Context: an optimization exercise on an open-source flow, tuned for small area, a short achievable clock period and few clock cycles per item. The choices shown serve that exercise and are no tape-out recipe.
Function was checked by simulation only, so behaviour that the tests miss may differ from the original.

==> run H <==
// ordered_keyed_list_table_unit
module ordered_keyed_list_table_unit #(
  parameter int CAPACITY = 64
) (
  input  wire logic               clk_i,
  input  wire logic               rst_ni,
  input  wire logic               in_valid_i,
  output logic                    in_ready_o,
  input  wire logic        [2:0]  cmd_i,
  input  wire logic signed [31:0] item_id_i,
  input  wire logic        [31:0] item_handle_i,
  input  wire logic        [5:0]  position_i,
  output logic                    out_valid_o,
  input  wire logic               out_ready_i,
  output logic             [2:0]  status_o,
  output logic             [31:0] found_handle_o,
  output logic signed      [31:0] found_id_o,
  output logic             [6:0]  entry_count_o,
  output logic                    is_empty_o
);
  logic        take;
  logic [2:0]  busy;
  logic        r_valid;
  logic [2:0]  r_status;
  logic [31:0] r_handle;
  logic [31:0] r_id;
  logic [6:0]  r_count;
  logic [74:0] q_data;
  assign take = in_valid_i && in_ready_o;
  okl_dp #(
    .CAPACITY (CAPACITY)
  ) u_dp (
    .clk_i    (clk_i),
    .rst_ni   (rst_ni),
    .take_i   (take),
    .cmd_i    (cmd_i),
    .key_i    (item_id_i),
    .hnd_i    (item_handle_i),
    .pos_i    (position_i),
    .busy_o   (busy),
    .v_o      (r_valid),
    .status_o (r_status),
    .handle_o (r_handle),
    .id_o     (r_id),
    .count_o  (r_count)
  );
  okl_ctrl #(
    .W      (75),
    .DEPTH  (5),
    .STAGES (3)
  ) u_ctrl (
    .clk_i       (clk_i),
    .rst_ni      (rst_ni),
    .cmd_take_i  (take),
    .busy_i      (busy),
    .push_i      (r_valid),
    .push_data_i ({r_status, r_handle, r_id, r_count, r_count == 7'd0}),
    .in_ready_o  (in_ready_o),
    .out_valid_o (out_valid_o),
    .out_ready_i (out_ready_i),
    .out_data_o  (q_data)
  );
  assign status_o       = q_data[74:72];
  assign found_handle_o = q_data[71:40];
  assign found_id_o     = q_data[39:8];
  assign entry_count_o  = q_data[7:1];
  assign is_empty_o     = q_data[0];
endmodule
make LEC_CHECK=0 CAP_MARGIN=20 CORE_MARGIN=2 CORE_UTILIZATION=28 CTS_CLUSTER_DIAMETER=120 CTS_CLUSTER_SIZE=16 PLACE_DENSITY=0.32 SETUP_SLACK_MARGIN=3.7 SLEW_MARGIN=20 SYNTH_MEMORY_MAX_BITS=8192 TNS_END_PERCENT=10 finish   # period 7.0 ns
run.sh (not shown) runs the stock make flow with config.mk's settings and CLKGATE_MAP_FILE= SYNTH_SCRIPT=/design/flow/synth_recipe.tcl, a recipe that flattens the netlist after the stock synthesis.
==> inputs of run B, as changes to run H <==
--- a/flow/design.v
+++ b/flow/design.v
@@ -98,13 +98,13 @@
   output logic             v_o,
   output logic      [2:0]  status_o,
   output logic      [31:0] handle_o,
   output logic      [31:0] id_o,
   output logic      [6:0]  count_o
 );
-  localparam int NS = CAPACITY + 3;
+  localparam int NS = CAPACITY + 1;
   localparam int NG = 4;
   function automatic logic gt6(input logic [5:0] a, input logic [5:0] b);
     logic e;
     gt6 = 1'b0;
     e   = 1'b1;
     for (int k = 5; k >= 0; k--) begin
@@ -121,37 +121,35 @@
   logic          v2_q;
   logic [2:0]    cmd2_q;
   logic          null2_q;
   logic [5:0]    pos2_q;
   logic [NS-1:0] eqk_q;        
   logic [NS-1:0] res_q;        
-  logic [NS-1:0] alloc_q;      
   logic          v3_q;
   logic          rd3_q;
   logic [2:0]    st3_q;
   logic [6:0]    cnt3_q;
   logic [NS-1:0] sel_q;
   logic          v4_q;
   logic          rd4_q;
   logic [2:0]    st4_q;
   logic [6:0]    cnt4_q;
   logic [31:0]   hg_q [NG];
   logic [31:0]   kg_q [NG];
-  logic [NS-1:0] res_d, busy, pre, alloc_d;
-  assign res_d = (take_i && cmd_i == okl_pkg::CMD_APPEND) ? alloc_q : '0;
+  logic [NS-1:0] busy, pre, alloc;
   always_comb begin
-    busy = valid_q | res_q | alloc_q;
+    busy = valid_q | res_q;
     pre  = busy;
     for (int d = 1; d < NS; d = d * 2) begin
       for (int i = NS - 1; i >= d; i--) begin
         pre[i] = pre[i] & pre[i-d];
       end
     end
-    alloc_d[0] = !busy[0];
+    alloc[0] = !busy[0];
     for (int i = 1; i < NS; i++) begin
-      alloc_d[i] = !busy[i] && pre[i-1];
+      alloc[i] = !busy[i] && pre[i-1];
     end
   end
   logic [NS-1:0] eqk_d;
   always_comb begin
     for (int i = 0; i < NS; i++) begin
       eqk_d[i] = (key_q[i] == key_i);
@@ -170,16 +168,15 @@
   end
   always_ff @(posedge clk_i) begin
     cmd2_q  <= cmd_i;
     null2_q <= (hnd_i == 32'd0);
     pos2_q  <= pos_i;
     eqk_q   <= eqk_d;
-    res_q   <= res_d;
-    alloc_q <= alloc_d;
+    res_q   <= (take_i && cmd_i == okl_pkg::CMD_APPEND) ? alloc : '0;
     for (int i = 0; i < NS; i++) begin
-      if (alloc_q[i]) begin
+      if (alloc[i]) begin
         key_q[i] <= key_i;
         hnd_q[i] <= hnd_i;
       end
     end
   end
   logic is_app, is_rm, is_lk, is_rd, is_clr;
@@ -334,13 +331,13 @@
   logic [2:0]  busy;
   logic        r_valid;
   logic [2:0]  r_status;
   logic [31:0] r_handle;
   logic [31:0] r_id;
   logic [6:0]  r_count;
-  logic [74:0] q_data;
+  logic [73:0] q_data;
   assign take = in_valid_i && in_ready_o;
   okl_dp #(
     .CAPACITY (CAPACITY)
   ) u_dp (
     .clk_i    (clk_i),
     .rst_ni   (rst_ni),
@@ -354,28 +351,28 @@
     .status_o (r_status),
     .handle_o (r_handle),
     .id_o     (r_id),
     .count_o  (r_count)
   );
   okl_ctrl #(
-    .W      (75),
+    .W      (74),
     .DEPTH  (5),
     .STAGES (3)
   ) u_ctrl (
     .clk_i       (clk_i),
     .rst_ni      (rst_ni),
     .cmd_take_i  (take),
     .busy_i      (busy),
     .push_i      (r_valid),
-    .push_data_i ({r_status, r_handle, r_id, r_count, r_count == 7'd0}),
+    .push_data_i ({r_status, r_handle, r_id, r_count}),
     .in_ready_o  (in_ready_o),
     .out_valid_o (out_valid_o),
     .out_ready_i (out_ready_i),
     .out_data_o  (q_data)
   );
-  assign status_o       = q_data[74:72];
-  assign found_handle_o = q_data[71:40];
-  assign found_id_o     = q_data[39:8];
-  assign entry_count_o  = q_data[7:1];
-  assign is_empty_o     = q_data[0];
+  assign status_o       = q_data[73:71];
+  assign found_handle_o = q_data[70:39];
+  assign found_id_o     = q_data[38:7];
+  assign entry_count_o  = q_data[6:0];
+  assign is_empty_o     = (q_data[6:0] == 7'd0);
 endmodule
 `default_nettype wire
CTS_CLUSTER_DIAMETER = unset   (was 120)
CTS_CLUSTER_SIZE = unset   (was 16)
==> results.sh <==
export IMPL_dp_hpwl_um=900000
export IMPL_synth_compound_area_frac=0.115
export IMPL_met3_usage=0.0397
export IMPL_area_growth_pct=21.6
export IMPL_status="finished clean"
export IMPL_routed_wl_met2_um=612000
export IMPL_stdcell_area_um2=284000
[end of results for run B]
==> results.sh <==
export IMPL_area_growth_pct=14.6
export IMPL_synth_compound_area_frac=0.101
export IMPL_dp_hpwl_um=924000
export IMPL_routed_wl_met2_um=597000
export IMPL_status="finished clean"
export IMPL_met3_usage=0.0391
[end of results for run H]
Testbench counts of run H, summed over its fixed seeds: cycles 12,032, items 12,000.
Testbench counts of run B, summed over its fixed seeds: cycles 12,032, items 12,000.

-- port drivers added, routing unchanged --
How much do the figures lean on ideal ports? The routed layouts below were timed once more, with nothing changed but the port constraints. Step 1, drivers: a clkbuf_16 drives clk_i and a buf_2 each remaining input, both assumed. Step 2, shift: input delay + t, output delay - t, t = (earliest + latest rising clock arrival at the registers) / 2. This alone moves slack from input paths to output paths. Three values: no drivers, after step 1, after step 2; two values: the first two.
run	t, ns	setup WS [ns]	cell pins on the clock port's net
run H	1.236	3.147 / 2.999 / 2.010	1
run B	1.286	2.834 / 2.815 / 1.732	1
After both steps every run listed still meets setup and hold. For run H, which loses most, drivers alone change the setup slack by -0.148 ns; drivers and shift together by -1.137 ns.
